What follows belongs to an exercise in optimizing a design on an open flow for small area, a short achievable clock period and few clock cycles per item; a production flow would make more cautious choices.
The RTL was checked by simulation tests, not by an equivalence proof against the original design.
No activity file was given, so power comes from the tool's default toggle rates.

<file path="design/flow/config.mk">
export PLATFORM = sky130hd
export DESIGN_NAME = lattice_fermion_hop_sign
export DESIGN_NICKNAME = lattice_fermion_hop_sign
export VERILOG_FILES = /design/flow/design.v
export SDC_FILE = /design/flow/constraint.sdc
export NUM_CORES = 4
export LEC_CHECK = 0
export CAP_MARGIN = 20
export CORE_MARGIN = 2
export CORE_UTILIZATION = 60
export CTS_CLUSTER_DIAMETER = 70
export CTS_CLUSTER_SIZE = 30
export SETUP_SLACK_MARGIN = 2.5
export SLEW_MARGIN = 20
export TNS_END_PERCENT = 5
</file>
<file path="design/flow/run.sh">
#!/bin/bash
# synth_recipe.tcl (not shown) runs the flow's synth.tcl, then flattens the netlist and writes it again
# the make line also repeats each setting of config.mk as NAME=value (left out here)
make -C /OpenROAD-flow-scripts/flow DESIGN_CONFIG=/design/flow/config.mk WORK_HOME=/design/flow/orfs CLKGATE_MAP_FILE= SYNTH_SCRIPT=/design/flow/synth_recipe.tcl finish
</file>
<file path="design/flow/design.v">
package lfhs_pkg;
    localparam int MODE_W = 2;
    localparam int IDX_W  = 6;
    localparam int CFG_W  = 7;
    localparam int CNT_W  = 7;
    localparam int OCC_W  = 2;
    localparam int ERR_W  = 2;
    localparam int ADDR_SPAN = 64;
    typedef enum logic [MODE_W-1:0] {
        MODE_HOP_UP      = 2'd0,
        MODE_HOP_DOWN    = 2'd1,
        MODE_CREATE_UP   = 2'd2,
        MODE_CREATE_DOWN = 2'd3
    } mode_t;
    typedef enum logic [ERR_W-1:0] {
        ERR_NONE     = 2'd0,
        ERR_PARTICLE = 2'd1,
        ERR_LIMIT    = 2'd2
    } err_t;
    localparam logic CFG_UP_LIMIT   = 1'b0;
    localparam logic CFG_DOWN_LIMIT = 1'b1;
    typedef enum logic [2:0] {
        ST_IDLE,
        ST_LOOKUP,
        ST_SCAN,
        ST_UPDATE,
        ST_DONE
    } state_t;
    typedef struct packed {
        logic [MODE_W-1:0] mode;
        logic [IDX_W-1:0]  particle;
        logic [IDX_W-1:0]  site;
    } in_item_t;
    typedef struct packed {
        logic              step_parity;
        logic              sign_negative;
        logic [OCC_W-1:0]  dest_occupancy;
        logic [ERR_W-1:0]  error;
    } out_item_t;
    typedef struct packed {
        logic             start;
        logic [CNT_W-1:0] lo;
        logic [CNT_W-1:0] hi;
    } scan_cmd_t;
    typedef struct packed {
        logic done;
        logic parity;
    } scan_res_t;
endpackage
module lfhs_ram #(
    parameter int WIDTH = 6,
    parameter int ROWS  = 8,
    parameter int COLS  = 16
) (
    input  logic                             clk,
    input  logic [ROWS-1:0]                  wr_row,
    input  logic [COLS-1:0]                  wr_col,
    input  logic [WIDTH-1:0]                 wr_data,
    input  logic [ROWS-1:0]                  rd_row,
    input  logic [COLS-1:0]                  rd_col,
    output logic [WIDTH-1:0]                 rd_data
);
    logic [WIDTH-1:0] mem_reg [ROWS*COLS];
    logic [WIDTH-1:0] row_data [ROWS];
    always_ff @(posedge clk)
    begin
        for (int r = 0; r < ROWS; r++)
        begin
            for (int c = 0; c < COLS; c++)
            begin
                if (wr_row[r] && wr_col[c])
                begin
                    mem_reg[r*COLS+c] <= wr_data;
                end
            end
        end
    end
    always_comb
    begin
        for (int r = 0; r < ROWS; r++)
        begin
            row_data[r] = '0;
            for (int c = 0; c < COLS; c++)
            begin
                row_data[r] = row_data[r] | (mem_reg[r*COLS+c] & {WIDTH{rd_col[c]}});
            end
        end
        rd_data = '0;
        for (int r = 0; r < ROWS; r++)
        begin
            rd_data = rd_data | (row_data[r] & {WIDTH{rd_row[r]}});
        end
    end
endmodule
module lfhs_scan #(
    parameter int SITE_CNT = 64
) (
    input  logic [SITE_CNT-1:0] mask,
    input  logic [SITE_CNT-1:0] map_a,
    input  logic [SITE_CNT-1:0] map_b,
    output logic                par_a,
    output logic                par_b
);
    assign par_a = ^(map_a & mask);
    assign par_b = ^(map_b & mask);
endmodule
module lattice_fermion_hop_sign #(
    parameter int SITES         = 64,
    parameter int MAX_PARTICLES = 64
) (
    input  logic             clk,
    input  logic             rst_n,
    input  logic             in_valid,
    output logic             in_stall,
    input  lfhs_pkg::in_item_t  in_data,
    output logic             out_valid,
    input  logic             out_stall,
    output lfhs_pkg::out_item_t out_data,
    input  logic             cfg_write,
    input  logic             cfg_index,
    input  logic [lfhs_pkg::CFG_W-1:0] cfg_data
);
    localparam int NS  = 64;
    localparam int SW  = 6;
    localparam int CW  = lfhs_pkg::CNT_W;
    localparam int QD  = 5;
    localparam int PMX = 6;
    logic                 in_accept;
    logic                 r1_v;
    lfhs_pkg::in_item_t   r1_d;
    logic [7:0]           r1_row;
    logic [15:0]          r1_col;
    logic                 r2_v;
    logic                 r2_sp;
    logic                 r2_hop;
    logic [SW-1:0]        r2_p;
    logic [SW-1:0]        r2_s;
    logic [SW-1:0]        r2_o;
    logic                 r2_fm;
    logic [SW-1:0]        r2_fv;
    logic                 r2_m;
    logic                 r2_occ_up;
    logic                 r2_occ_dn;
    logic                 r3_v;
    logic                 r3_chg;
    logic                 r3_sp;
    logic                 r3_hop;
    logic [SW-1:0]        r3_s;
    logic [SW-1:0]        r3_o;
    logic [NS-1:0]        r3_mask;
    logic                 r3_corr;
    logic                 r3_occ_up;
    logic                 r3_occ_dn;
    logic                 r3_err_part;
    logic                 r3_err_lim;
    logic [SW:0]          r3_waddr;
    logic                 r4_v;
    logic                 r4_chg;
    logic                 r4_sp;
    logic                 r4_hop;
    logic                 r4_corr;
    logic                 r4_par_up;
    logic                 r4_par_dn;
    logic                 r4_occ_up;
    logic                 r4_occ_dn;
    logic                 r4_err_part;
    logic                 r4_err_lim;
    logic [7:0]           r4_wrow;
    logic [15:0]          r4_wcol;
    logic [SW-1:0]        r4_s;
    logic [NS-1:0]        occ_up_reg;
    logic [NS-1:0]        occ_dn_reg;
    logic [CW-1:0]        created_up_reg;
    logic [CW-1:0]        created_dn_reg;
    logic [lfhs_pkg::CFG_W-1:0] lim_up_reg;
    logic [lfhs_pkg::CFG_W-1:0] lim_dn_reg;
    logic                 sign_reg;
    logic [5:0]           head_reg;
    logic                 head_v;
    logic [5:0]           q_mem [QD];
    logic [2:0]           q_wr;
    logic [2:0]           q_rd;
    logic [2:0]           q_cnt;
    logic [2:0]           pend;
    logic [2:0]           pend_next;
    logic                 stall_reg;
    logic                 out_take;
    logic                 head_free;
    logic                 q_some;
    logic                 q_push;
    logic                 q_pop;
    logic                 b1_sp;
    logic                 b1_hop;
    logic [SW-1:0]        b1_p;
    logic [SW-1:0]        b1_s;
    logic [SW-1:0]        b1_o_raw;
    logic                 b1_fwd_c;
    logic                 b1_fwd_d;
    logic                 b1_up_raw;
    logic                 b1_dn_raw;
    logic                 b1_c_set;
    logic                 b1_c_clr;
    logic                 b2_fwd;
    logic [SW-1:0]        b2_o;
    logic [NS-1:0]        b2_th_o;
    logic [NS-1:0]        b2_th_s;
    logic                 b2_c_set;
    logic                 b2_c_clr;
    logic                 b2_occ_up;
    logic                 b2_occ_dn;
    logic [CW-1:0]        b2_created;
    logic                 b2_full_up;
    logic                 b2_full_dn;
    logic                 b2_near_up;
    logic                 b2_near_dn;
    logic                 b2_ge_up;
    logic                 b2_ge_dn;
    logic                 b2_gt_up;
    logic                 b2_gt_dn;
    logic                 b2_inc;
    logic                 b2_err_part;
    logic                 b2_err_lim;
    logic                 b2_busy;
    logic [CW-1:0]        b2_created_eff;
    logic [SW:0]          b2_waddr;
    logic                 c_change;
    logic                 c_par_up;
    logic                 c_par_dn;
    logic [NS-1:0]        c_set;
    logic [NS-1:0]        c_clr;
    logic                 d_flip;
    logic                 d_sign;
    logic [5:0]           d_res;
    assign in_accept = in_valid && !stall_reg;
    always_ff @(posedge clk or negedge rst_n)
    begin
        if (!rst_n)
        begin
            r1_v <= 1'b0;
            r2_v <= 1'b0;
            r3_v <= 1'b0;
            r4_v <= 1'b0;
            r3_chg <= 1'b0;
            r4_chg <= 1'b0;
        end
        else
        begin
            r1_v <= in_accept;
            r2_v <= r1_v;
            r3_v <= r2_v;
            r4_v <= r3_v;
            r3_chg <= r2_v && !b2_busy && !b2_err_part && !b2_err_lim;
            r4_chg <= r3_chg;
        end
    end
    always_ff @(posedge clk)
    begin
        r1_d <= in_data;
        for (int i = 0; i < 8; i++)
        begin
            r1_row[i] <= ({in_data.mode[0], in_data.particle[5:4]} == 3'(i));
        end
        for (int i = 0; i < 16; i++)
        begin
            r1_col[i] <= (in_data.particle[3:0] == 4'(i));
        end
    end
    assign b1_sp  = r1_d.mode[0];
    assign b1_hop = !r1_d.mode[1];
    assign b1_p   = r1_d.particle;
    assign b1_s   = r1_d.site;
    lfhs_ram #(
        .WIDTH (SW),
        .ROWS  (8),
        .COLS  (16)
    ) u_site_list (
        .clk     (clk),
        .wr_row  (r4_wrow),
        .wr_col  (r4_wcol),
        .wr_data (r4_s),
        .rd_row  (r1_row),
        .rd_col  (r1_col),
        .rd_data (b1_o_raw)
    );
    assign b1_fwd_c = r3_chg && (r3_waddr == {b1_sp, b1_p});
    assign b1_fwd_d = (|(r4_wrow & r1_row)) && (|(r4_wcol & r1_col));
    assign b1_up_raw = occ_up_reg[b1_s];
    assign b1_dn_raw = occ_dn_reg[b1_s];
    assign b1_c_set  = (r3_s == b1_s);
    assign b1_c_clr  = r3_hop && (r3_o == b1_s);
    always_ff @(posedge clk)
    begin
        r2_sp  <= b1_sp;
        r2_hop <= b1_hop;
        r2_p   <= b1_p;
        r2_s   <= b1_s;
        r2_o   <= b1_o_raw;
        r2_fm  <= b1_fwd_c || b1_fwd_d;
        r2_fv  <= b1_fwd_c ? r3_s : r4_s;
        r2_occ_up <= (c_change && !r3_sp) ? (b1_c_set || (b1_up_raw && !b1_c_clr)) : b1_up_raw;
        r2_occ_dn <= (c_change && r3_sp) ? (b1_c_set || (b1_dn_raw && !b1_c_clr)) : b1_dn_raw;
        r2_m   <= (b2_waddr == {b1_sp, b1_p});
    end
    assign b2_fwd = c_change && r2_m;
    assign b2_o   = b2_fwd ? r3_s : (r2_fm ? r2_fv : r2_o);
    always_comb
    begin
        for (int i = 0; i < NS; i++)
        begin
            b2_th_o[i] = (i < int'(b2_o));
            b2_th_s[i] = (i < int'(r2_s));
        end
    end
    assign b2_c_set  = (r3_s == r2_s);
    assign b2_c_clr  = r3_hop && (r3_o == r2_s);
    assign b2_occ_up = (c_change && !r3_sp) ? (b2_c_set || (r2_occ_up && !b2_c_clr)) : r2_occ_up;
    assign b2_occ_dn = (c_change && r3_sp) ? (b2_c_set || (r2_occ_dn && !b2_c_clr)) : r2_occ_dn;
    assign b2_created = r2_sp ? created_dn_reg : created_up_reg;
    assign b2_inc     = c_change && !r3_hop && (r3_sp == r2_sp);
    assign b2_full_up = (created_up_reg >= lim_up_reg) || created_up_reg[6];
    assign b2_full_dn = (created_dn_reg >= lim_dn_reg) || created_dn_reg[6];
    assign b2_near_up = ({1'b0, created_up_reg} + 8'd1 >= {1'b0, lim_up_reg}) || (created_up_reg >= CW'(63));
    assign b2_near_dn = ({1'b0, created_dn_reg} + 8'd1 >= {1'b0, lim_dn_reg}) || (created_dn_reg >= CW'(63));
    assign b2_ge_up   = ({1'b0, r2_p} >= created_up_reg);
    assign b2_ge_dn   = ({1'b0, r2_p} >= created_dn_reg);
    assign b2_gt_up   = ({1'b0, r2_p} > created_up_reg);
    assign b2_gt_dn   = ({1'b0, r2_p} > created_dn_reg);
    assign b2_err_part = r2_hop && (r2_sp ? (b2_inc ? b2_gt_dn : b2_ge_dn)
                                          : (b2_inc ? b2_gt_up : b2_ge_up));
    assign b2_err_lim  = !r2_hop && (r2_sp ? (b2_inc ? b2_near_dn : b2_full_dn)
                                           : (b2_inc ? b2_near_up : b2_full_up));
    assign b2_busy = r2_sp ? b2_occ_dn : b2_occ_up;
    assign b2_created_eff = b2_created + {{(CW-1){1'b0}}, b2_inc};
    assign b2_waddr       = {r2_sp, r2_hop ? r2_p : b2_created_eff[SW-1:0]};
    always_ff @(posedge clk)
    begin
        r3_waddr    <= b2_waddr;
        r3_sp       <= r2_sp;
        r3_hop      <= r2_hop;
        r3_s        <= r2_s;
        r3_o        <= b2_o;
        r3_mask     <= r2_hop ? (b2_th_o ^ b2_th_s) : b2_th_s;
        r3_corr     <= r2_hop && (b2_o < r2_s);
        r3_occ_up   <= b2_occ_up;
        r3_occ_dn   <= b2_occ_dn;
        r3_err_part <= b2_err_part;
        r3_err_lim  <= b2_err_lim;
    end
    assign c_change  = r3_chg;
    always_comb
    begin
        for (int i = 0; i < NS; i++)
        begin
            c_set[i] = c_change && (r3_s == SW'(i));
            c_clr[i] = c_change && r3_hop && (r3_o == SW'(i));
        end
    end
    lfhs_scan #(
        .SITE_CNT (NS)
    ) u_parity (
        .mask  (r3_mask),
        .map_a (occ_up_reg),
        .map_b (occ_dn_reg),
        .par_a (c_par_up),
        .par_b (c_par_dn)
    );
    always_ff @(posedge clk)
    begin
        r4_sp       <= r3_sp;
        r4_hop      <= r3_hop;
        r4_corr     <= r3_corr;
        r4_par_up   <= c_par_up;
        r4_par_dn   <= c_par_dn;
        r4_occ_up   <= r3_occ_up;
        r4_occ_dn   <= r3_occ_dn;
        r4_err_part <= r3_err_part;
        r4_err_lim  <= r3_err_lim;
        for (int i = 0; i < 8; i++)
        begin
            r4_wrow[i] <= r3_chg && (r3_waddr[6:4] == 3'(i));
        end
        for (int i = 0; i < 16; i++)
        begin
            r4_wcol[i] <= (r3_waddr[3:0] == 4'(i));
        end
        r4_s        <= r3_s;
    end
    assign d_flip = r4_chg && (((!r4_sp || !r4_hop) && r4_par_up) ^ (r4_sp && r4_par_dn) ^ r4_corr);
    assign d_sign = sign_reg ^ d_flip;
    assign d_res  = {d_flip, d_sign,
                     r4_occ_dn || (r4_chg && r4_sp),
                     r4_occ_up || (r4_chg && !r4_sp),
                     r4_err_lim, r4_err_part};
    always_ff @(posedge clk or negedge rst_n)
    begin
        if (!rst_n)
        begin
            occ_up_reg     <= '0;
            occ_dn_reg     <= '0;
            created_up_reg <= '0;
            created_dn_reg <= '0;
            lim_up_reg     <= '0;
            lim_dn_reg     <= '0;
            sign_reg       <= 1'b0;
        end
        else
        begin
            sign_reg <= d_sign;
            if (r3_sp)
            begin
                occ_dn_reg <= (occ_dn_reg & ~c_clr) | c_set;
            end
            else
            begin
                occ_up_reg <= (occ_up_reg & ~c_clr) | c_set;
            end
            if (c_change && !r3_hop && r3_sp)
            begin
                created_dn_reg <= created_dn_reg + CW'(1);
            end
            if (c_change && !r3_hop && !r3_sp)
            begin
                created_up_reg <= created_up_reg + CW'(1);
            end
            if (cfg_write && (cfg_index == lfhs_pkg::CFG_UP_LIMIT))
            begin
                lim_up_reg <= cfg_data;
            end
            if (cfg_write && (cfg_index == lfhs_pkg::CFG_DOWN_LIMIT))
            begin
                lim_dn_reg <= cfg_data;
            end
        end
    end
    assign out_take  = head_v && !out_stall;
    assign head_free = !head_v || !out_stall;
    assign q_some    = (q_cnt != 3'd0);
    assign q_pop     = head_free && q_some;
    assign q_push    = r4_v && (!head_free || q_some);
    always_ff @(posedge clk)
    begin
        if (q_push)
        begin
            q_mem[q_wr] <= d_res;
        end
        if (head_free)
        begin
            head_reg <= q_some ? q_mem[q_rd] : d_res;
        end
    end
    assign pend_next = pend + {2'b00, in_accept} - {2'b00, out_take};
    always_ff @(posedge clk or negedge rst_n)
    begin
        if (!rst_n)
        begin
            head_v    <= 1'b0;
            q_wr      <= '0;
            q_rd      <= '0;
            q_cnt     <= '0;
            pend      <= '0;
            stall_reg <= 1'b0;
        end
        else
        begin
            if (head_free)
            begin
                head_v <= q_some || r4_v;
            end
            if (q_push)
            begin
                q_wr <= (q_wr == 3'(QD - 1)) ? 3'd0 : q_wr + 3'd1;
            end
            if (q_pop)
            begin
                q_rd <= (q_rd == 3'(QD - 1)) ? 3'd0 : q_rd + 3'd1;
            end
            q_cnt     <= q_cnt + {2'b00, q_push} - {2'b00, q_pop};
            pend      <= pend_next;
            stall_reg <= (pend_next >= 3'(PMX));
        end
    end
    assign in_stall  = stall_reg;
    assign out_valid = head_v;
    assign out_data  = head_reg;
endmodule
</file>
<file path="design/flow/constraint.sdc">
create_clock -name core_clock -period 5.0 [get_ports {clk}]
set_input_delay 1.0000 -clock core_clock [delete_from_list [all_inputs] [get_ports {clk}]]
set_output_delay 1.0000 -clock core_clock [all_outputs]
set_load 0.01 [all_outputs]
</file>
==> impl_metrics.py, run 1 <==
metrics = {
    "cts": {
        "htree_num_levels": 2,
        "cts_inserted_buffers": 52,
        "clk-insertion-delay-late_ns": 0.67,
        "cts_sinks": 1176,
        "path_clk_slew_ns": 0.11,
        "cts_buffer_depth": 3,
        "root_buffer": "clkbuf_16",
        "cts_tree": "yes",
    },
    "floorplanning": {
        "die_h_um": 284,
        "start_util_pct": 60.7,
        "die_w_um": 284,
        "dieArea_mm2": 0.0807,
        "core.rowCount": 102,
        "io_pins": 35,
        "coreArea_mm2": 0.0776,
    },
    "detailed_routing": {
        "postRouteWirelength_mm": 140,
        "drc": 0,
        "wl_met1_mm": 57.6,
        "drt_iter0_markers": 4506,
        "routed.top_layer": "met5",
        "route.vias.total": 30119,
        "route.met3.wl_mm": 18.6,
        "wl_met2_mm": 60.2,
        "dr.pass1.iters": 5,
        "wl_per_cell_um": 31.8,
        "post_drt_via_cell_ratio": 6.87,
        "antenna_left": 0,
    },
    "sta": {
        "slew_headroom_pct": 19.7,
        "max_freq_mhz": 379,
        "period_share_pct": 52.8,
        "setup_violations": 0,
        "finalHoldViolCount": 0,
        "skew_ns": 0.0343,
        "finalCriticalPeriod_ns": 2.64,
        "final_max_slew_viol_count": 0,
        "worst_pin_slew_ns": 1.20,
        "grt_setup_unrepaired": "true",
        "fin_setup_tns_ns": 0,
    },
    "worst_setup_path": {
        "cp_max_fo": 26,
        "worstSetupStartpointType": "flop",
        "cp_data_arrival_time_ns": 3.12,
        "path_cells": "buf_4 -> a22o_1 -> a221oi_1 -> nand4_1 -> a22oi_1 -> nand4_1",
        "cp_common_cell": "nand4_1",
        "slowest_delay_ns": 0.60,
        "path_class": "flop to flop",
        "worstSetupEndpointType": "flop",
        "cp_top_family": "compound AO/OA/AOI/OAI gates",
        "worstPathRequired_ns": 5.48,
        "critical_path_buf_inv_count": 1,
        "slowest_stage": "dfxtp_2",
    },
    "final_layout": {
        "drive_gt1_share_pct": 8.02,
        "mostFrequentLayoutCell": "edfxtp_1",
        "final_cell_mix": "804 x edfxtp_1, 351 x o21ai_0, 233 x nand2_1",
        "fin_area_mm2": 0.0505,
        "area_growth_pct": 7.29,
        "largest_register_ffs": 768,
        "nets": 3391,
    },
    "grt": {
        "grt_usage_pct": 34.3,
        "grt_pass1_wl_mm": 202,
        "grt_pass1_vias": 28829,
        "grt_overflow": 0,
        "grt_antenna_before_repair": 6,
        "grt_max_degree": 126,
    },
    "yosys": {
        "synth_seq_area_share_pct": 69.0,
        "netlist_instances": 3329,
        "synth_nets": 3415,
        "ys.warnings.count": 4,
        "netlist_area_mm2": 0.0471,
        "synth_cell_types": 54,
        "synth_async_sr_flop_share_pct": 15.1,
        "synth_edf_count": 804,
        "syn_avg_cell_area_um2": 14.1,
        "ys_seq_elements": 1176,
        "synthFlopType": "edfxtp_1",
    },
    "placed_design": {
        "globalplace.congestion": 0.982,
        "dpl.hpwl_mm": 93.1,
        "numPortBuffers": 34,
        "placedInstanceArea_mm2": 0.0484,
    },
    "power_and_ir_drop": {
        "peakVddDrop_uv": 455,
        "power_density_mw_per_mm2": 399,
        "p_leak_uw": 0.0170,
        "power_uw": 20100,
    },
    "worst_hold_path": {
        "min_path_type": "flop to flop",
    },
    "outcome": {
        "status": "complete, no violations",
    },
    "job": {
        "maxCapViolations": 0,
    },
}
repair_timing:
action                                  in CTS  in global routing
gates resized for setup                     19                 18
endpoints found under the setup margin     109                122
hold buffers                                 0                  0
gates cloned                                 0                  1
buffers inserted                            15                  3
pin swaps                                    3                  2
cell usage after synthesis, drive strengths merged (6+ instances only):
cell	count	share of area, %
buf	23	0.24
a22oi	34	0.54
mux2i	16	0.34
nand2	235	1.9
and2	134	1.8
nor2b	19	0.25
mux4	48	2.3
dfrtp	177	9.4
clkbuf	144	1.1
dfxtp	195	8.3
nor4	8	0.11
nand3	39	0.41
inv	51	0.41
nor2	94	0.75
nand2b	18	0.24
a21o	14	0.22
nor3	21	0.22
edfxtp	804	51
nand4	70	0.93
xor2	71	1.3
a22o	194	3.6
a31oi	6	0.080
a221oi	193	3.6
mux2	19	0.45
o21ai	359	3.8
o21a	6	0.096
xnor2	187	3.5
ha	57	1.5
a21oi	35	0.37
worst reg2reg max path, delay by kind of cell (launching register included):
family / cells / cell delay (ns)
AO/OA/AOI/OAI: 3 / 0.94
buffers and inverters: 1 / 0.39
flip-flops: 1 / 0.60
AND/OR/NAND/NOR: 2 / 0.54
final timing paths:
check                            from       to  slack, ns  cells after the start
setup / recovery           r1_col[14]  r2_o[5]       2.36                      6
hold reg to reg               r3_corr  r4_corr       0.34                      0
max in group asynchronous       rst_n   r3_chg       3.55                      2
hold / removal                r3_corr  r4_corr       0.34                      0
min in group asynchronous       rst_n  q_rd[1]       0.47                      1
setup reg to reg           r1_col[14]  r2_o[5]       2.36                      6
cell families (layout without fill, tap and decap cells):
family | count (synthesis) | after routing | share of synthesized area (%)
multiplexers | 83 | 83 | 3.09
XOR/XNOR | 258 | 258 | 4.80
other | 0 | 2 | 0
flip-flops | 1176 | 1176 | 69.0
buffers and inverters | 223 | 236 | 1.84
adder cells (fa/ha/maj) | 59 | 59 | 1.60
AO/OA/AOI/OAI | 862 | 862 | 12.7
AND/OR/NAND/NOR | 668 | 668 | 7.04
layout make-up:
type,instances,area (um2)
clock inverter,25,343
fill,5644,27100
inverter,56,214
multi-input combinational,1930,13900
sequential,1176,32500
timing repair inverter,1,5.00
antenna,2,5.00
clock buffer,66,1420
timing repair buffer,88,833
tap,1040,1300
per-layer routing:
metal / GRT usage (%) / up-vias
li1: - / 12658
met5: 0 / -
met1: 51.8 / 15364
met2: 49.2 / 1901
met4: 8.04 / 2
met3: 10.4 / 194
per-stage QoR:
| stage | hold WS (ns) | util [%] | setup slack, ns | instances |
|---|---|---|---|---|
| 2_1_floorplan | 0.310 | - | 2.44 | 3329 |
| 3_3_place_gp | 0.318 | 62.4 | 1.69 | 4270 |
| 3_5_place_dp | 0.312 | 62.4 | 1.73 | 4271 |
| 4_1_cts | 0.344 | 65.0 | 2.32 | 4377 |
| 5_1_grt | 0.345 | 65.1 | 2.26 | 4382 |
| 6_report | 0.342 | 65.1 | 2.36 | 4384 |
power by group:
group	switching [uW]	leakage, uW	total (uW)	internal [uW]
Combinational	1610	0.00490	2860	1250
Clock	3130	0.000852	5370	2250
Sequential	919	0.0112	11900	11000
Total	5660	0.0170	20100	14500
Testbench counts, summed over its fixed seeds: cycles 9,640, items 9,600.
==> inputs of run 2 (changes only) <==
--- a/design/flow/config.mk
+++ b/design/flow/config.mk
@@ -13,3 +13,2 @@
 export SETUP_SLACK_MARGIN = 2.5
 export SLEW_MARGIN = 20
-export TNS_END_PERCENT = 5
==> run 2 against run 1 <==
Register-to-register slack better by 0.06 ns. Clock power hardly changed. Critical endpoint is now r3_chg. Largest cell class unchanged. Synthesized cell count stayed put.
==> impl_metrics.py, run 2 <==
metrics = {
    "placed_design": {
        "placedInstanceArea_mm2": 0.0484,
        "dpl.hpwl_mm": 93.1,
        "globalplace.congestion": 0.982,
        "preCtsSetupSlack_ns": 1.73,
        "numPortBuffers": 34,
    },
    "cts": {
        "htree_num_levels": 2,
        "cts_sinks": 1176,
        "root_buffer": "clkbuf_16",
        "path_clk_slew_ns": 0.11,
        "cts_tree": "yes",
        "cts_buffer_depth": 3,
        "cts_inserted_buffers": 52,
        "clk-insertion-delay-late_ns": 0.67,
    },
    "final_layout": {
        "mostFrequentLayoutCell": "edfxtp_1",
        "final_cell_mix": "804 x edfxtp_1, 350 x o21ai_0, 234 x nand2_1",
        "drive_gt1_share_pct": 8.67,
        "fin_util_pct": 65.4,
        "nets": 3405,
        "area_growth_pct": 7.70,
        "fin_area_mm2": 0.0507,
        "largest_register_ffs": 768,
    },
    "yosys": {
        "synth_cell_types": 54,
        "synthTopCellsByCount": "804 x edfxtp_1, 352 x o21ai_0, 235 x nand2_1",
        "synth_seq_area_share_pct": 69.0,
        "synthFlopType": "edfxtp_1",
        "synth_edf_count": 804,
        "netlist_area_mm2": 0.0471,
        "ys_top_cells_by_area": "edfxtp_1 51%, dfrtp_1 9.4%, dfxtp_1 8.3%, o21ai_0 3.7%, a22o_1 3.6%",
        "ys.warnings.count": 4,
        "post-synth-top-count-cell": "edfxtp_1",
        "synth_nets": 3415,
        "netlist_instances": 3329,
        "synth.largest_area_cell": "edfxtp_1",
        "synth_async_sr_flop_share_pct": 15.1,
        "ys_seq_elements": 1176,
        "synth_top_area_share_pct": 51.3,
        "syn_avg_cell_area_um2": 14.1,
    },
    "floorplanning": {
        "start_util_pct": 60.7,
        "dieArea_mm2": 0.0807,
        "io_pins": 35,
        "die_h_um": 284,
        "die_w_um": 284,
        "coreArea_mm2": 0.0776,
        "core.rowCount": 102,
    },
    "sta": {
        "worst_slack_ns": 2.42,
        "slew_headroom_pct": 21.4,
        "setup_violations": 0,
        "worst_pin_slew_ns": 1.18,
        "skew_ns": 0.0348,
        "fin_setup_tns_ns": 0,
        "grt_setup_unrepaired": "true",
        "finalCriticalPeriod_ns": 2.58,
        "finalHoldViolCount": 0,
        "period_share_pct": 51.6,
        "max_freq_mhz": 388,
        "final_max_slew_viol_count": 0,
    },
    "grt": {
        "grt_usage_pct": 34.4,
        "grt_antenna_before_repair": 7,
        "grt_overflow": 0,
        "grt_max_degree": 126,
        "grt_pass1_vias": 28898,
        "grt_pass1_wl_mm": 202,
    },
    "outcome": {
        "status": "complete, no violations",
    },
    "worst_setup_path": {
        "cp_data_arrival_time_ns": 3.13,
        "slowest_delay_ns": 0.46,
        "path_class": "flop to flop",
        "slowest_stage": "dfrtp_2",
        "critical_path_buf_inv_count": 0,
        "worstSetupEndpointType": "flop",
        "path_cells": "ha_4 -> ha_1 -> a21boi_0 -> o21a_1 -> o211ai_1 -> a21oi_1 -> or4_1 -> a32o_2 -> nor4b_2",
        "cp_max_fo": 4,
        "cp_top_family": "compound AO/OA/AOI/OAI gates",
        "worstSetupStartpointType": "flop",
        "worstPathRequired_ns": 5.55,
    },
    "worst_hold_path": {
        "min_path_type": "flop to flop",
    },
    "detailed_routing": {
        "drt_iter0_markers": 4521,
        "post_drt_via_cell_ratio": 6.86,
        "route.vias.total": 30165,
        "dr.pass1.iters": 6,
        "antenna_left": 0,
        "postRouteWirelength_mm": 140,
        "drc": 0,
        "wl_per_cell_um": 31.7,
    },
    "job": {
        "maxCapViolations": 0,
    },
    "power_and_ir_drop": {
        "p_leak_uw": 0.0171,
        "peakVddDrop_uv": 455,
        "power_density_mw_per_mm2": 398,
    },
}
==> run 2: path summary, 6_finish.rpt <==
| path | startpoint | endpoint | slack, ns | cells after the start |
|---|---|---|---|---|
| max in group asynchronous | rst_n | created_up_reg[4] | 3.56 | 2 |
| min in group asynchronous | rst_n | q_rd[1] | 0.46 | 1 |
| min | r3_corr | r4_corr | 0.34 | 0 |
| max | created_up_reg[0] | r3_chg | 2.42 | 9 |
| min reg2reg | r3_corr | r4_corr | 0.34 | 0 |
| max reg2reg | created_up_reg[0] | r3_chg | 2.42 | 9 |
==> run 2: final cells by class <==
class                      instances  area (um2)
inverter                          56         218
timing repair buffer             103         968
multi-input combinational       1930       13900
clock inverter                    25         343
fill                            5630       26900
clock buffer                      66        1420
sequential                      1176       32600
antenna                            2        5.00
tap                             1040        1300
==> run 2: logic make-up (layout without fill, tap and decap cells) <==
| family | after synthesis | in the layout | share of synthesized area (%) |
|---|---|---|---|
| mux | 83 | 83 | 3.09 |
| compound gates | 862 | 862 | 12.7 |
| simple gates | 668 | 668 | 7.04 |
| xor+xnor | 258 | 258 | 4.80 |
| fa+ha+maj | 59 | 59 | 1.60 |
| buf+inv | 223 | 250 | 1.84 |
| other cells | 0 | 2 | 0 |
| flops | 1176 | 1176 | 69.0 |
==> run 2: worst reg2reg max path, delay by kind of cell, from the launching register on <==
kind,cells,cell delay (ns)
fa+ha+maj,2,0.51
flops,1,0.46
compound gates,5,0.85
simple gates,2,0.64
==> run 2: layer usage <==
metal / part of all wire, % / track usage, % / wire length, um / vias to the layer above
met4: 2.3 / 8.12 / 3260 / 4
met2: 43 / 49.5 / 60100 / 1889
met1: 42 / 51.6 / 57900 / 15369
met5: 0.023 / 0 / 32 / -
li1: - / - / - / 12696
met3: 13 / 10.6 / 18200 / 207
==> run 2: power by group <==
group	switching [uW]	leakage, uW	internal, uW
sequential	919	0.0112	11000
combinational	1620	0.00501	1270
clock	3140	0.000852	2250
==> run 2: through the flow <==
stage               total power [uW]  hold slack, ns  cells
floorplan                      13500           0.310   3329
detailed placement             14700           0.312   4271
finish                         20200           0.341   4398
CTS                            20100           0.344   4386
global placement               14700           0.318   4270
global route                   20800           0.345   4396
==> run 2: what timing repair did <==
| action | 4_1_cts | 5_1_grt |
|---|---|---|
| setup buffers | 24 | 8 |
| endpoints found under the setup margin | 109 | 58 |
| hold buffers | 0 | 0 |
| pin swaps | 4 | 9 |
| resized for setup | 36 | 30 |
| gates cloned | 0 | 1 |
==> inputs of run 3 (changes only) <==
--- a/design/flow/config.mk
+++ b/design/flow/config.mk
@@ -11,4 +11,5 @@
 export CTS_CLUSTER_DIAMETER = 70
 export CTS_CLUSTER_SIZE = 30
-export SETUP_SLACK_MARGIN = 2.5
+export SETUP_SLACK_MARGIN = 2.6
 export SLEW_MARGIN = 20
+export TNS_END_PERCENT = 5
==> run 3 against run 2 <==
Still clean on timing, DRC and antenna. Flip-flop and latch count is the same. First-iteration DRC count down 1.3%. Setup slack got worse by 0.10 ns. Die area stayed put. Clock power about the same. Final cell count shrank 0.18%. Wire length increased by 0.16%. Non-clock buffer count is 9 lower. Sequential power is essentially flat. Fmax fell by 3.7%. Largest power group unchanged. Highest routed layer unchanged.
==> impl_metrics.py, run 3 <==
metrics = {
    "cts": {
        "cts_tree": "yes",
        "cts_buffer_depth": 3,
        "root_buffer": "clkbuf_16",
        "path_clk_slew_ns": 0.11,
        "clk-insertion-delay-late_ns": 0.67,
        "cts_sinks": 1176,
        "htree_num_levels": 2,
        "cts_inserted_buffers": 52,
    },
    "final_layout": {
        "fin_area_mm2": 0.0506,
        "final_cell_mix": "804 x edfxtp_1, 351 x o21ai_0, 233 x nand2_1",
        "mostFrequentLayoutCell": "edfxtp_1",
        "nets": 3397,
        "fillers": 5649,
        "largest_register_ffs": 768,
        "area_growth_pct": 7.45,
        "final-seq-area_mm2": 0.0325,
        "multiInputGateArea_mm2": 0.0139,
        "drive_gt1_share_pct": 8.30,
    },
    "sta": {
        "grt_setup_unrepaired": "true",
        "finalCriticalPeriod_ns": 2.68,
        "worst_pin_slew_ns": 1.15,
        "setup_violations": 0,
        "period_share_pct": 53.6,
        "final_max_slew_viol_count": 0,
        "slew_headroom_pct": 23.3,
        "finalHoldViolCount": 0,
        "max_freq_mhz": 373,
        "worst_slack_ns": 2.32,
        "fin_setup_tns_ns": 0,
        "skew_ns": 0.0376,
    },
    "floorplanning": {
        "die_h_um": 284,
        "dieArea_mm2": 0.0807,
        "die_w_um": 284,
        "core.rowCount": 102,
        "io_pins": 35,
        "start_util_pct": 60.7,
        "coreArea_mm2": 0.0776,
    },
    "yosys": {
        "syn_avg_cell_area_um2": 14.1,
        "synth_top_area_share_pct": 51.3,
        "netlist_area_mm2": 0.0471,
        "ys.warnings.count": 4,
        "ys_seq_elements": 1176,
        "post-synth-top-count-cell": "edfxtp_1",
        "synth_top_family_by_area": "compound AO/OA/AOI/OAI gates",
        "synth-compound-area-share_pct": 12.7,
        "synth-xor-area-share_pct": 4.80,
        "synth-adder-area-share_pct": 1.60,
        "synth_cell_types": 54,
        "synth_edf_count": 804,
        "muxShareOfSynthArea_pct": 3.09,
        "synth-simple-area-share_pct": 7.04,
        "synthFlopType": "edfxtp_1",
        "synth.largest_area_cell": "edfxtp_1",
        "synth_async_sr_flop_share_pct": 15.1,
        "netlist_instances": 3329,
        "ys_top_cells_by_area": "edfxtp_1 51%, dfrtp_1 9.4%, dfxtp_1 8.3%, o21ai_0 3.7%, a22o_1 3.6%",
        "synthTopCellsByCount": "804 x edfxtp_1, 352 x o21ai_0, 235 x nand2_1",
        "synth_seq_area_share_pct": 69.0,
        "synth_nets": 3415,
    },
    "worst_setup_path": {
        "critical_path_buf_inv_count": 1,
        "cp_top_family": "compound AO/OA/AOI/OAI gates",
        "cp_common_cell": "nand4_1",
        "worstPathRequired_ns": 5.48,
        "worstSetupStartpointType": "flop",
        "cp_data_arrival_time_ns": 3.16,
        "slowest_delay_ns": 0.60,
        "path_cells": "buf_4 -> a22o_1 -> a221oi_1 -> nand4_1 -> a22oi_1 -> nand4_1",
        "worstSetupEndpointType": "flop",
        "path_class": "flop to flop",
        "slowest_stage": "dfxtp_2",
        "cp_max_fo": 26,
    },
    "placed_design": {
        "placedInstanceArea_mm2": 0.0484,
        "numPortBuffers": 34,
        "globalplace.congestion": 0.982,
        "preCtsSetupSlack_ns": 1.73,
        "dpl.hpwl_mm": 93.1,
    },
    "detailed_routing": {
        "wl_per_cell_um": 31.8,
        "antenna_left": 0,
        "drc": 0,
        "dr.pass1.iters": 8,
        "drt_iter0_markers": 4464,
        "postRouteWirelength_mm": 140,
        "route.vias.total": 30229,
        "post_drt_via_cell_ratio": 6.89,
    },
    "power_and_ir_drop": {
        "p_leak_uw": 0.0170,
        "power_density_mw_per_mm2": 399,
        "peakVddDrop_uv": 456,
    },
    "job": {
        "maxCapViolations": 0,
    },
    "outcome": {
        "status": "complete, no violations",
    },
    "grt": {
        "grt_antenna_before_repair": 6,
        "grt_usage_pct": 34.4,
        "grt_overflow": 0,
        "grt_pass1_wl_mm": 202,
        "grt_max_degree": 126,
        "grt_pass1_vias": 28853,
    },
    "worst_hold_path": {
        "min_path_type": "flop to flop",
    },
}
## run 3: layer usage
layer | GRT usage (%) | vias up | part of all wire, %
li1 | - | 12674 | -
met1 | 51.6 | 15444 | 42
met2 | 49.4 | 1895 | 43
met3 | 10.6 | 214 | 13
met4 | 8.12 | 2 | 2.3
met5 | 0 | - | 0.0093
## run 3: worst paths after layout
path                       slack (ns)                end        from  cells past startpoint
max                              2.32            r2_o[5]  r1_col[14]                      6
min                              0.34          r4_occ_dn   r3_occ_dn                      0
max reg2reg                      2.32            r2_o[5]  r1_col[14]                      6
min reg2reg                      0.34          r4_occ_dn   r3_occ_dn                      0
max in group asynchronous        3.55  created_up_reg[4]       rst_n                      2
min in group asynchronous        0.46            q_rd[1]       rst_n                      1
## run 3: cell families after synthesis
logic type	after synthesis
flops	1176
xor+xnor	258
compound gates	862
simple gates	668
fa+ha+maj	59
mux	83
buf+inv	223
## run 3: power breakdown
group | internal, uW | switching (uW) | leakage [uW]
logic | 1270 | 1620 | 0.00494
clock network | 2250 | 3130 | 0.000852
registers | 11000 | 923 | 0.0112
total | 14500 | 5680 | 0.0170
## run 3: layout make-up
cell class | instances | share of cell area (%)
diodes | 2 | 0.00989
clock buffers | 66 | 2.81
clock inverters | 25 | 0.678
inverters | 56 | 0.428
multi-input cells | 1930 | 27.4
flip-flops and latches | 1176 | 64.3
well taps | 1040 | 2.57
repair buffers | 94 | 1.74
repair inverters | 1 | 0.00989
## run 3: stage by stage
| step | power, uW | instances | util, % | hold WS [ns] |
|---|---|---|---|---|
| after floorplan | 13500 | 3329 | - | 0.310 |
| after global placement | 14700 | 4270 | 62.4 | 0.318 |
| after detailed placement | 14700 | 4271 | 62.4 | 0.312 |
| after CTS | 20100 | 4383 | 65.1 | 0.344 |
| after global routing | 20800 | 4388 | 65.2 | 0.345 |
| final | 20200 | 4390 | 65.2 | 0.342 |
## run 3: timing repair
| action | in CTS | in global routing |
|---|---|---|
| setup endpoints to repair | 149 | 159 |
| hold buffers | 0 | 0 |
| setup buffers | 21 | 3 |
| pin swaps | 3 | 1 |
| gates cloned | 0 | 1 |
| gates resized for setup | 22 | 22 |
==> inputs of run 4 (changes only) <==
--- a/design/flow/design.v
+++ b/design/flow/design.v
@@ -175,4 +175,12 @@
     logic [lfhs_pkg::CFG_W-1:0] lim_up_reg;
     logic [lfhs_pkg::CFG_W-1:0] lim_dn_reg;
+    logic [CW-1:0]        created_up_next;
+    logic [CW-1:0]        created_dn_next;
+    logic [lfhs_pkg::CFG_W-1:0] lim_up_next;
+    logic [lfhs_pkg::CFG_W-1:0] lim_dn_next;
+    logic                 full_up_reg;
+    logic                 full_dn_reg;
+    logic                 near_up_reg;
+    logic                 near_dn_reg;
     logic                 sign_reg;
     logic [5:0]           head_reg;
@@ -318,8 +326,8 @@
     assign b2_created = r2_sp ? created_dn_reg : created_up_reg;
     assign b2_inc     = c_change && !r3_hop && (r3_sp == r2_sp);
-    assign b2_full_up = (created_up_reg >= lim_up_reg) || created_up_reg[6];
-    assign b2_full_dn = (created_dn_reg >= lim_dn_reg) || created_dn_reg[6];
-    assign b2_near_up = ({1'b0, created_up_reg} + 8'd1 >= {1'b0, lim_up_reg}) || (created_up_reg >= CW'(63));
-    assign b2_near_dn = ({1'b0, created_dn_reg} + 8'd1 >= {1'b0, lim_dn_reg}) || (created_dn_reg >= CW'(63));
+    assign b2_full_up = full_up_reg;
+    assign b2_full_dn = full_dn_reg;
+    assign b2_near_up = near_up_reg;
+    assign b2_near_dn = near_dn_reg;
     assign b2_ge_up   = ({1'b0, r2_p} >= created_up_reg);
     assign b2_ge_dn   = ({1'b0, r2_p} >= created_dn_reg);
@@ -392,4 +400,27 @@
                      r4_occ_up || (r4_chg && !r4_sp),
                      r4_err_lim, r4_err_part};
+    assign created_up_next = created_up_reg + {{(CW-1){1'b0}}, c_change && !r3_hop && !r3_sp};
+    assign created_dn_next = created_dn_reg + {{(CW-1){1'b0}}, c_change && !r3_hop && r3_sp};
+    assign lim_up_next     = (cfg_write && (cfg_index == lfhs_pkg::CFG_UP_LIMIT)) ? cfg_data : lim_up_reg;
+    assign lim_dn_next     = (cfg_write && (cfg_index == lfhs_pkg::CFG_DOWN_LIMIT)) ? cfg_data : lim_dn_reg;
+    always_ff @(posedge clk or negedge rst_n)
+    begin
+        if (!rst_n)
+        begin
+            full_up_reg <= 1'b1;
+            full_dn_reg <= 1'b1;
+            near_up_reg <= 1'b1;
+            near_dn_reg <= 1'b1;
+        end
+        else
+        begin
+            full_up_reg <= (created_up_next >= lim_up_next) || created_up_next[6];
+            full_dn_reg <= (created_dn_next >= lim_dn_next) || created_dn_next[6];
+            near_up_reg <= ({1'b0, created_up_next} + 8'd1 >= {1'b0, lim_up_next}) ||
+                           (created_up_next >= CW'(63));
+            near_dn_reg <= ({1'b0, created_dn_next} + 8'd1 >= {1'b0, lim_dn_next}) ||
+                           (created_dn_next >= CW'(63));
+        end
+    end
     always_ff @(posedge clk or negedge rst_n)
     begin
@@ -415,20 +446,8 @@
                 occ_up_reg <= (occ_up_reg & ~c_clr) | c_set;
             end
-            if (c_change && !r3_hop && r3_sp)
-            begin
-                created_dn_reg <= created_dn_reg + CW'(1);
-            end
-            if (c_change && !r3_hop && !r3_sp)
-            begin
-                created_up_reg <= created_up_reg + CW'(1);
-            end
-            if (cfg_write && (cfg_index == lfhs_pkg::CFG_UP_LIMIT))
-            begin
-                lim_up_reg <= cfg_data;
-            end
-            if (cfg_write && (cfg_index == lfhs_pkg::CFG_DOWN_LIMIT))
-            begin
-                lim_dn_reg <= cfg_data;
-            end
+            created_up_reg <= created_up_next;
+            created_dn_reg <= created_dn_next;
+            lim_up_reg     <= lim_up_next;
+            lim_dn_reg     <= lim_dn_next;
         end
     end
--- a/design/flow/config.mk
+++ b/design/flow/config.mk
@@ -9,7 +9,6 @@
 export CORE_MARGIN = 2
 export CORE_UTILIZATION = 60
-export CTS_CLUSTER_DIAMETER = 70
-export CTS_CLUSTER_SIZE = 30
-export SETUP_SLACK_MARGIN = 2.6
+export CTS_CLUSTER_DIAMETER = 60
+export CTS_CLUSTER_SIZE = 25
+export SETUP_SLACK_MARGIN = 2.5
 export SLEW_MARGIN = 20
-export TNS_END_PERCENT = 5
==> run 4 against run 3 <==
Still clean on timing, DRC and antenna. Area after synthesis up 0.27%. Die area up 0.27%. Combinational power up 6%. Total power up 8.3%. Largest cell class unchanged.
==> impl_metrics.py, run 4 <==
metrics = {
    "final_layout": {
        "fillers": 5403,
        "mostFrequentLayoutCell": "edfxtp_1",
        "area_growth_pct": 10.9,
        "fin_util_pct": 67.4,
        "nets": 3435,
        "largest_register_ffs": 768,
        "drive_gt1_share_pct": 11.7,
        "final_cell_mix": "804 x edfxtp_1, 320 x o21ai_0, 212 x nand2_1",
    },
    "yosys": {
        "synthFlopType": "edfxtp_1",
        "synth.largest_area_cell": "edfxtp_1",
        "post-synth-top-count-cell": "edfxtp_1",
        "synth_edf_count": 804,
        "ys_top_cells_by_area": "edfxtp_1 51%, dfrtp_1 9.4%, dfxtp_1 8.3%, a221oi_1 3.6%, a22o_1 3.6%",
        "netlist_instances": 3316,
        "ys.warnings.count": 4,
        "syn_avg_cell_area_um2": 14.2,
        "synthTopCellsByCount": "804 x edfxtp_1, 327 x o21ai_0, 219 x nand2_1",
        "synth_cell_types": 55,
        "synth_nets": 3406,
        "synth_async_sr_flop_share_pct": 15.3,
        "synth_top_area_share_pct": 51.1,
        "ys_seq_elements": 1180,
        "netlist_area_mm2": 0.0472,
        "synth_seq_area_share_pct": 69.0,
    },
    "worst_setup_path": {
        "cp_top_family": "compound AO/OA/AOI/OAI gates",
        "worstPathRequired_ns": 5.56,
        "reg2reg_depth": 13,
        "cp_common_cell": "a21o_1",
        "slowest_delay_ns": 0.51,
        "reg2reg_slack_ns": 2.28,
        "cp_data_arrival_time_ns": 3.28,
        "path_class": "flop to flop",
        "critical_path_buf_inv_count": 1,
        "path_cells": "buf_12 -> nand2_8 -> nor2_4 -> ha_4 -> ha_4 -> xor2_4 -> xor2_1 -> ha_1 -> a21o_1 -> a21o_1 -> a21o_1 -> a21oi_2 -> o221ai_1",
        "r2r_end": "near_dn_reg",
        "cp_max_fo": 7,
        "slowest_stage": "dfrtp_2",
        "worstSetupEndpointType": "flop",
        "worstSetupStartpointType": "flop",
        "r2r-start": "r3_chg",
    },
    "grt": {
        "grt_antenna_before_repair": 5,
        "met3_usage_pct": 10.1,
        "grt_max_degree": 96,
        "grt_overflow": 0,
        "met2_usage_pct": 50.3,
        "grt_pass1_wl_mm": 206,
        "grt_busiest_layer": "met1",
        "grt_usage_pct": 34.9,
        "grt_use_met1_pct": 51.8,
        "grt_pass1_vias": 29711,
    },
    "detailed_routing": {
        "route.vias.total": 30848,
        "dr.pass1.iters": 6,
        "drt_iter0_markers": 4249,
        "post_drt_via_cell_ratio": 6.93,
        "antenna_left": 0,
        "drc": 0,
        "wl_per_cell_um": 31.9,
        "postRouteWirelength_mm": 142,
    },
    "power_and_ir_drop": {
        "power_density_mw_per_mm2": 417,
        "peakVddDrop_uv": 406,
        "p_leak_uw": 0.0179,
    },
    "cts": {
        "cts_buffer_depth": 3,
        "root_buffer": "clkbuf_16",
        "path_clk_slew_ns": 0.09,
        "clk-insertion-delay-late_ns": 0.65,
        "cts_tree": "yes",
        "htree_num_levels": 3,
        "cts_sinks": 1180,
        "cts_inserted_buffers": 77,
    },
    "placed_design": {
        "dpl.hpwl_mm": 92.7,
        "globalplace.congestion": 1.01,
        "numPortBuffers": 34,
    },
    "worst_hold_path": {
        "holdPathStages": 0,
        "worstHoldEndpoint": "r4_err_lim",
        "min_path_type": "flop to flop",
        "hold_start": "r3_err_lim",
    },
    "sta": {
        "worst_pin_slew_ns": 1.11,
        "setup_violations": 0,
        "fin_setup_tns_ns": 0,
        "max_freq_mhz": 368,
        "final_max_slew_viol_count": 0,
        "finalHoldViolCount": 0,
        "skew_ns": 0.0274,
        "finalCriticalPeriod_ns": 2.72,
        "period_share_pct": 54.4,
        "grt_setup_unrepaired": "true",
        "slew_headroom_pct": 25.8,
    },
    "floorplanning": {
        "die_h_um": 285,
        "start_util_pct": 60.8,
        "io_pins": 35,
        "die_w_um": 285,
        "core.rowCount": 102,
        "dieArea_mm2": 0.0810,
        "coreArea_mm2": 0.0777,
    },
    "outcome": {
        "status": "complete, no violations",
    },
    "job": {
        "maxCapViolations": 0,
    },
}
## run 4: changes by cell type after synthesis, sizes merged, moves of 6 or more
cell / change
o21ai: -27
nand2: -16
nor2: -16
xnor2: -15
xor2: +14
a21oi: +12
mux2i: +12
a22oi: -6
o21a: +6
## run 4: repair_timing
item,in CTS,in global routing
setup buffers,18,20
setup endpoints to repair,76,88
hold buffers,0,0
pin swaps,9,21
gates cloned,3,0
gates resized for setup,71,64
## run 4: logic make-up (layout without fill, tap and decap cells)
family,after synthesis,count (layout),share of synthesized area (%)
DFF,1180,1180,69.0
AOI/OAI and AO/OA,858,858,12.7
and+or+nand+nor,647,647,6.87
xor gates and xnor gates,257,257,4.77
buffers and inverters,221,310,1.79
muxes,90,90,3.22
adders and majority gates,63,63,1.70
other,0,6,0
## run 4: metrics by stage
stage / setup WS, ns / power, uW / cell area [um2] / instances / hold WS [ns]
floorplan: 2.21 / 13500 / 47400 / 3316 / 0.310
global placement: 1.53 / 14700 / 48700 / 4264 / 0.311
detailed placement: 1.49 / 14800 / 48800 / 4265 / 0.314
CTS: 2.31 / 21700 / 51900 / 4425 / 0.333
global route: 2.21 / 22500 / 52400 / 4445 / 0.339
finish: 2.28 / 21800 / 52400 / 4451 / 0.331
## run 4: metal layers
layer,up-vias,routed length (um)
li1,12794,-
met1,15624,57700
met2,2123,62000
met3,301,18100
met4,6,4280
met5,-,50
## run 4: how the worst max path moves through the flow
stage,from,end,slack [ns],cells past startpoint
3_3_place_gp,cfg_index,near_up_reg,1.53,11
3_5_place_dp,cfg_index,full_up_reg,1.49,11
4_1_cts,r3_chg,near_up_reg,2.31,12
6_report,r3_chg,near_dn_reg,2.28,13
2_1_floorplan,cfg_index,near_up_reg,2.21,11
5_1_grt,r3_chg,near_dn_reg,2.21,13
## run 4: layout make-up
class	instances	area (um2)	area share, %
Clock buffer	85	1980	3.78
Clock inverter	54	704	1.35
Tap cell	1040	1300	2.48
Antenna cell	6	15.0	0.0287
Timing Repair Buffer	115	1120	2.14
Multi-Input combinational cell	1915	14400	27.5
Sequential cell	1180	32700	62.3
Inverter	56	224	0.428
## run 4: power breakdown
part | leakage [uW] | internal, uW | switching (uW) | total (uW)
clock network | 0.00129 | 3280 | 3650 | 6930
registers | 0.0113 | 11000 | 864 | 11800
logic | 0.00539 | 1340 | 1740 | 3070
total | 0.0179 | 15600 | 6250 | 21800
## run 4: worst register-to-register path, cell delays in order (launching register included)
cell	delay, ns
dfrtp_2	0.51
buf_12	0.17
nand2_8	0.09
nor2_4	0.06
ha_4	0.19
ha_4	0.18
xor2_4	0.21
xor2_1	0.19
ha_1	0.31
a21o_1	0.18
a21o_1	0.15
a21o_1	0.17
a21oi_2	0.12
o221ai_1	0.11
Testbench counts of run 4, summed over its fixed seeds: cycles 9,640, items 9,600.
==> inputs of run 5 (changes only) <==
--- a/design/flow/design.v
+++ b/design/flow/design.v
@@ -179,4 +179,8 @@
     logic [lfhs_pkg::CFG_W-1:0] lim_up_next;
     logic [lfhs_pkg::CFG_W-1:0] lim_dn_next;
+    logic                 inc_up;
+    logic                 inc_dn;
+    logic [2:0]           room_up;
+    logic [2:0]           room_dn;
     logic                 full_up_reg;
     logic                 full_dn_reg;
@@ -232,4 +236,8 @@
     logic [CW-1:0]        b2_created_eff;
     logic [SW:0]          b2_waddr;
+    logic [SW-1:0]        b1_up_inc;
+    logic [SW-1:0]        b1_dn_inc;
+    logic                 b1_cr_eq;
+    logic                 b1_cr_eq_inc;
     logic                 c_change;
     logic                 c_par_up;
@@ -297,4 +305,8 @@
     assign b1_c_set  = (r3_s == b1_s);
     assign b1_c_clr  = r3_hop && (r3_o == b1_s);
+    assign b1_up_inc    = created_up_reg[SW-1:0] + SW'(1);
+    assign b1_dn_inc    = created_dn_reg[SW-1:0] + SW'(1);
+    assign b1_cr_eq     = r2_sp ? (created_dn_reg[SW-1:0] == b1_p) : (created_up_reg[SW-1:0] == b1_p);
+    assign b1_cr_eq_inc = r2_sp ? (b1_dn_inc == b1_p) : (b1_up_inc == b1_p);
     always_ff @(posedge clk)
     begin
@@ -308,5 +320,5 @@
         r2_occ_up <= (c_change && !r3_sp) ? (b1_c_set || (b1_up_raw && !b1_c_clr)) : b1_up_raw;
         r2_occ_dn <= (c_change && r3_sp) ? (b1_c_set || (b1_dn_raw && !b1_c_clr)) : b1_dn_raw;
-        r2_m   <= (b2_waddr == {b1_sp, b1_p});
+        r2_m   <= (r2_sp == b1_sp) && (r2_hop ? (r2_p == b1_p) : (b2_inc ? b1_cr_eq_inc : b1_cr_eq));
     end
     assign b2_fwd = c_change && r2_m;
@@ -400,6 +412,18 @@
                      r4_occ_up || (r4_chg && !r4_sp),
                      r4_err_lim, r4_err_part};
-    assign created_up_next = created_up_reg + {{(CW-1){1'b0}}, c_change && !r3_hop && !r3_sp};
-    assign created_dn_next = created_dn_reg + {{(CW-1){1'b0}}, c_change && !r3_hop && r3_sp};
+    assign inc_up          = c_change && !r3_hop && !r3_sp;
+    assign inc_dn          = c_change && !r3_hop && r3_sp;
+    assign created_up_next = created_up_reg + {{(CW-1){1'b0}}, inc_up};
+    assign created_dn_next = created_dn_reg + {{(CW-1){1'b0}}, inc_dn};
+    always_comb
+    begin
+        for (int k = 0; k < 3; k++)
+        begin
+            room_up[k] = ({1'b0, created_up_reg} + 8'(k) >= {1'b0, lim_up_next}) ||
+                         ({1'b0, created_up_reg} + 8'(k) >= 8'd64);
+            room_dn[k] = ({1'b0, created_dn_reg} + 8'(k) >= {1'b0, lim_dn_next}) ||
+                         ({1'b0, created_dn_reg} + 8'(k) >= 8'd64);
+        end
+    end
     assign lim_up_next     = (cfg_write && (cfg_index == lfhs_pkg::CFG_UP_LIMIT)) ? cfg_data : lim_up_reg;
     assign lim_dn_next     = (cfg_write && (cfg_index == lfhs_pkg::CFG_DOWN_LIMIT)) ? cfg_data : lim_dn_reg;
@@ -415,10 +439,8 @@
         else
         begin
-            full_up_reg <= (created_up_next >= lim_up_next) || created_up_next[6];
-            full_dn_reg <= (created_dn_next >= lim_dn_next) || created_dn_next[6];
-            near_up_reg <= ({1'b0, created_up_next} + 8'd1 >= {1'b0, lim_up_next}) ||
-                           (created_up_next >= CW'(63));
-            near_dn_reg <= ({1'b0, created_dn_next} + 8'd1 >= {1'b0, lim_dn_next}) ||
-                           (created_dn_next >= CW'(63));
+            full_up_reg <= inc_up ? room_up[1] : room_up[0];
+            full_dn_reg <= inc_dn ? room_dn[1] : room_dn[0];
+            near_up_reg <= inc_up ? room_up[2] : room_up[1];
+            near_dn_reg <= inc_dn ? room_dn[2] : room_dn[1];
         end
     end
--- a/design/flow/config.mk
+++ b/design/flow/config.mk
@@ -13,2 +13,3 @@
 export SETUP_SLACK_MARGIN = 2.5
 export SLEW_MARGIN = 20
+export TNS_END_PERCENT = 5
==> run 5 against run 4 <==
Still clean. Critical path depth down 7. Worst hold slack worse by 0.11 ns. Clock power up 3%. Area after synthesis up 1.1%. Sequential power about the same. Count of clock-buffer cells in the layout down 2. Setup slack worse by 0.043 ns. Synthesized cell count up 2.3%. Clock skew up 0.0062 ns. Highest routed layer unchanged.
==> impl_metrics.py, run 5 <==
metrics = {
    "placed_design": {
        "numPortBuffers": 34,
        "dp.cells": 4341,
        "dpl.hpwl_mm": 92.9,
        "placedInstanceArea_mm2": 0.0491,
        "globalplace.congestion": 0.983,
    },
    "cts": {
        "root_buffer": "clkbuf_16",
        "cts_inserted_buffers": 76,
        "clk-insertion-delay-late_ns": 0.68,
        "cts_tree": "yes",
        "cts_buffer_depth": 3,
        "htree_num_levels": 3,
        "path_clk_slew_ns": 0.09,
        "cts_sinks": 1180,
    },
    "sta": {
        "grt_setup_unrepaired": "true",
        "fin_setup_tns_ns": 0,
        "slew_headroom_pct": 29.8,
        "setup_violations": 0,
        "skew_ns": 0.0336,
        "final_max_slew_viol_count": 0,
        "finalCriticalPeriod_ns": 2.76,
        "max_freq_mhz": 362,
        "finalHoldViolCount": 0,
        "period_share_pct": 55.2,
        "worst_pin_slew_ns": 1.05,
    },
    "yosys": {
        "synthFlopType": "edfxtp_1",
        "synth_top_area_share_pct": 50.6,
        "ys.warnings.count": 4,
        "synthTopCellsByCount": "804 x edfxtp_1, 342 x o21ai_0, 243 x nand2_1",
        "synth_cell_types": 59,
        "synth.largest_area_cell": "edfxtp_1",
        "ys_top_cells_by_area": "edfxtp_1 51%, dfrtp_1 9.3%, dfxtp_1 8.2%, o21ai_0 3.6%, a221oi_1 3.6%",
        "post-synth-top-count-cell": "edfxtp_1",
        "netlist_instances": 3393,
        "synth_seq_area_share_pct": 68.3,
        "synth_nets": 3498,
        "syn_avg_cell_area_um2": 14.1,
        "synth_async_sr_flop_share_pct": 15.3,
        "synth_edf_count": 804,
        "netlist_area_mm2": 0.0477,
        "ys_seq_elements": 1180,
    },
    "detailed_routing": {
        "postRouteWirelength_mm": 141,
        "antenna_left": 0,
        "drt_iter0_markers": 4642,
        "dr.pass1.iters": 7,
        "post_drt_via_cell_ratio": 6.81,
        "route.vias.total": 30751,
        "drc": 0,
        "wl_per_cell_um": 31.3,
    },
    "floorplanning": {
        "dieArea_mm2": 0.0818,
        "die_w_um": 286,
        "io_pins": 35,
        "coreArea_mm2": 0.0789,
        "start_util_pct": 60.5,
        "die_h_um": 286,
        "core.rowCount": 103,
    },
    "job": {
        "maxCapViolations": 0,
    },
    "final_layout": {
        "nets": 3510,
        "drive_gt1_share_pct": 10.2,
        "fillers": 5561,
        "mostFrequentLayoutCell": "edfxtp_1",
        "fin_area_mm2": 0.0526,
        "final_cell_mix": "804 x edfxtp_1, 340 x o21ai_0, 240 x nand2_1",
        "largest_register_ffs": 768,
        "final_cells": 4518,
        "area_growth_pct": 10.1,
    },
    "power_and_ir_drop": {
        "power_uw": 22000,
        "p_seq_share_pct": 54.0,
        "switching_share_pct": 28.6,
        "combPwrFrac_pct": 13.6,
        "p_clk_share_pct": 32.4,
        "intPower_uw": 15700,
        "p_leak_uw": 0.0180,
        "peakVddDrop_uv": 307,
        "switchingPower_uw": 6290,
        "power_density_mw_per_mm2": 418,
    },
    "worst_setup_path": {
        "path_class": "flop to flop",
        "cp_max_fo": 27,
        "worstSetupStartpointType": "flop",
        "worstPathRequired_ns": 5.48,
        "worstSetupEndpointType": "flop",
        "cp_data_arrival_time_ns": 3.24,
    },
    "outcome": {
        "status": "complete, no violations",
    },
    "grt": {
        "grt_antenna_before_repair": 7,
        "grt_usage_pct": 34.5,
        "grt_pass1_wl_mm": 204,
        "grt_overflow": 0,
        "grt_pass1_vias": 29444,
        "grt_max_degree": 122,
    },
    "worst_hold_path": {
        "min_path_type": "input pin to async pin",
    },
}
## run 5: what timing repair did
action                     4_1_cts  5_1_grt
pin swaps                        0       14
hold buffers                     0        0
gates resized for setup         17       75
setup buffers                    5       29
setup endpoints to repair      168      142
## run 5: power groups by stage
stage	clock [uW]	combinational, uW	sequential (uW)
global route	7550	3270	11900
finish	7130	2990	11900
global placement	0	2650	12000
floorplan	0	2000	11500
detailed placement	0	2710	12000
CTS	7170	2760	11800
## run 5: through the flow
| stage | hold WS (ns) | util (%) | setup WS, ns |
|---|---|---|---|
| finish | 0.225 | 66.6 | 2.24 |
| global route | 0.206 | 66.6 | 2.24 |
| CTS | 0.334 | 65.9 | 2.04 |
| detailed placement | 0.312 | 62.2 | 1.39 |
| global placement | 0.316 | 62.2 | 1.37 |
| floorplan | 0.310 | - | 2.14 |
## run 5: metal layers
layer	routed length, um	global-route usage, %	vias to the layer above
li1	-	-	13005
met5	30	0	-
met2	62300	50.3	1905
met3	18100	9.70	266
met4	3900	8.81	4
met1	57100	51.4	15571
## run 5: worst max-delay path: stages, from the launching register on
cell,delay (ns)
dfxtp_4,0.50
buf_4,0.34
a22o_1,0.26
a221oi_1,0.45
nand4_1,0.34
a22oi_1,0.37
nand4_1,0.26
## run 5: final cells by class
type                       count  area [um2]  area share, %
inverter                      58         225          0.429
clock inverter                55         842           1.60
tap                         1050        1310           2.50
timing repair buffer         104         963           1.83
clock buffer                  83        1970           3.76
multi-input combinational   1985       14600           27.7
sequential                  1180       32700           62.1
antenna                        3        7.51         0.0143
## run 5: cell families after synthesis
family | Yosys count | share of synthesized area [%]
buf+inv | 228 | 1.85
fa+ha+maj | 78 | 2.08
xor+xnor | 267 | 4.90
simple gates | 676 | 7.04
compound gates | 875 | 12.7
flops | 1180 | 68.3
mux | 89 | 3.15
## run 5: final timing paths
check                                  to  cells after the start  slack, ns  startpoint
max                               r2_o[1]                      6       2.24   r1_col[5]
min                               q_wr[2]                      1       0.22       rst_n
max reg2reg                       r2_o[1]                      6       2.24   r1_col[5]
min reg2reg                     r4_occ_dn                      0       0.33   r3_occ_dn
max in group asynchronous  occ_up_reg[27]                      2       3.97       rst_n
min in group core_clock         r4_occ_dn                      0       0.33   r3_occ_dn
Testbench counts of run 5, summed over its fixed seeds: cycles 9,640, items 9,600.

[what the ideal ports hide]
Ports are ideal in the flow. The routed layouts listed here were re-timed in OpenROAD.
Step 1 (the two cells are an assumption about what drives the block):
set clk [get_ports {clk}]
set_driving_cell -lib_cell sky130_fd_sc_hd__clkbuf_16 $clk
set_driving_cell -lib_cell sky130_fd_sc_hd__buf_2 [delete_from_list [all_inputs] $clk]
Step 2 also shifts input and output timing later by t, the mid clock arrival at the registers, as if the neighbouring blocks saw the same clock.
a / b / c = no drivers / after step 1 / after step 2; a / b = the first two.
run | t (ns) | setup WS [ns] | hold slack, ns | worst setup path at the end
run 1 | 0.722 | 2.361 / 2.313 / 1.811 | 0.342 / 0.342 / 0.342 | input to register
run 2 | 0.723 | 2.422 / 2.422 / 1.904 | 0.341 / 0.341 / 0.341 | input to register
run 3 | 0.723 | 2.322 / 2.319 / 1.828 | 0.342 / 0.342 / 0.342 | input to register
run 4 | 0.714 | 2.281 / 2.281 / 1.758 | 0.331 / 0.331 / 0.331 | input to register
run 5 | 0.728 | 2.239 / 2.239 / 1.865 | 0.225 / 0.213 / 0.335 | input to register
After both steps setup and hold are still met in every run listed. The setup slack of run 1, which loses most, moves by -0.048 ns with the drivers and by -0.550 ns with both steps.
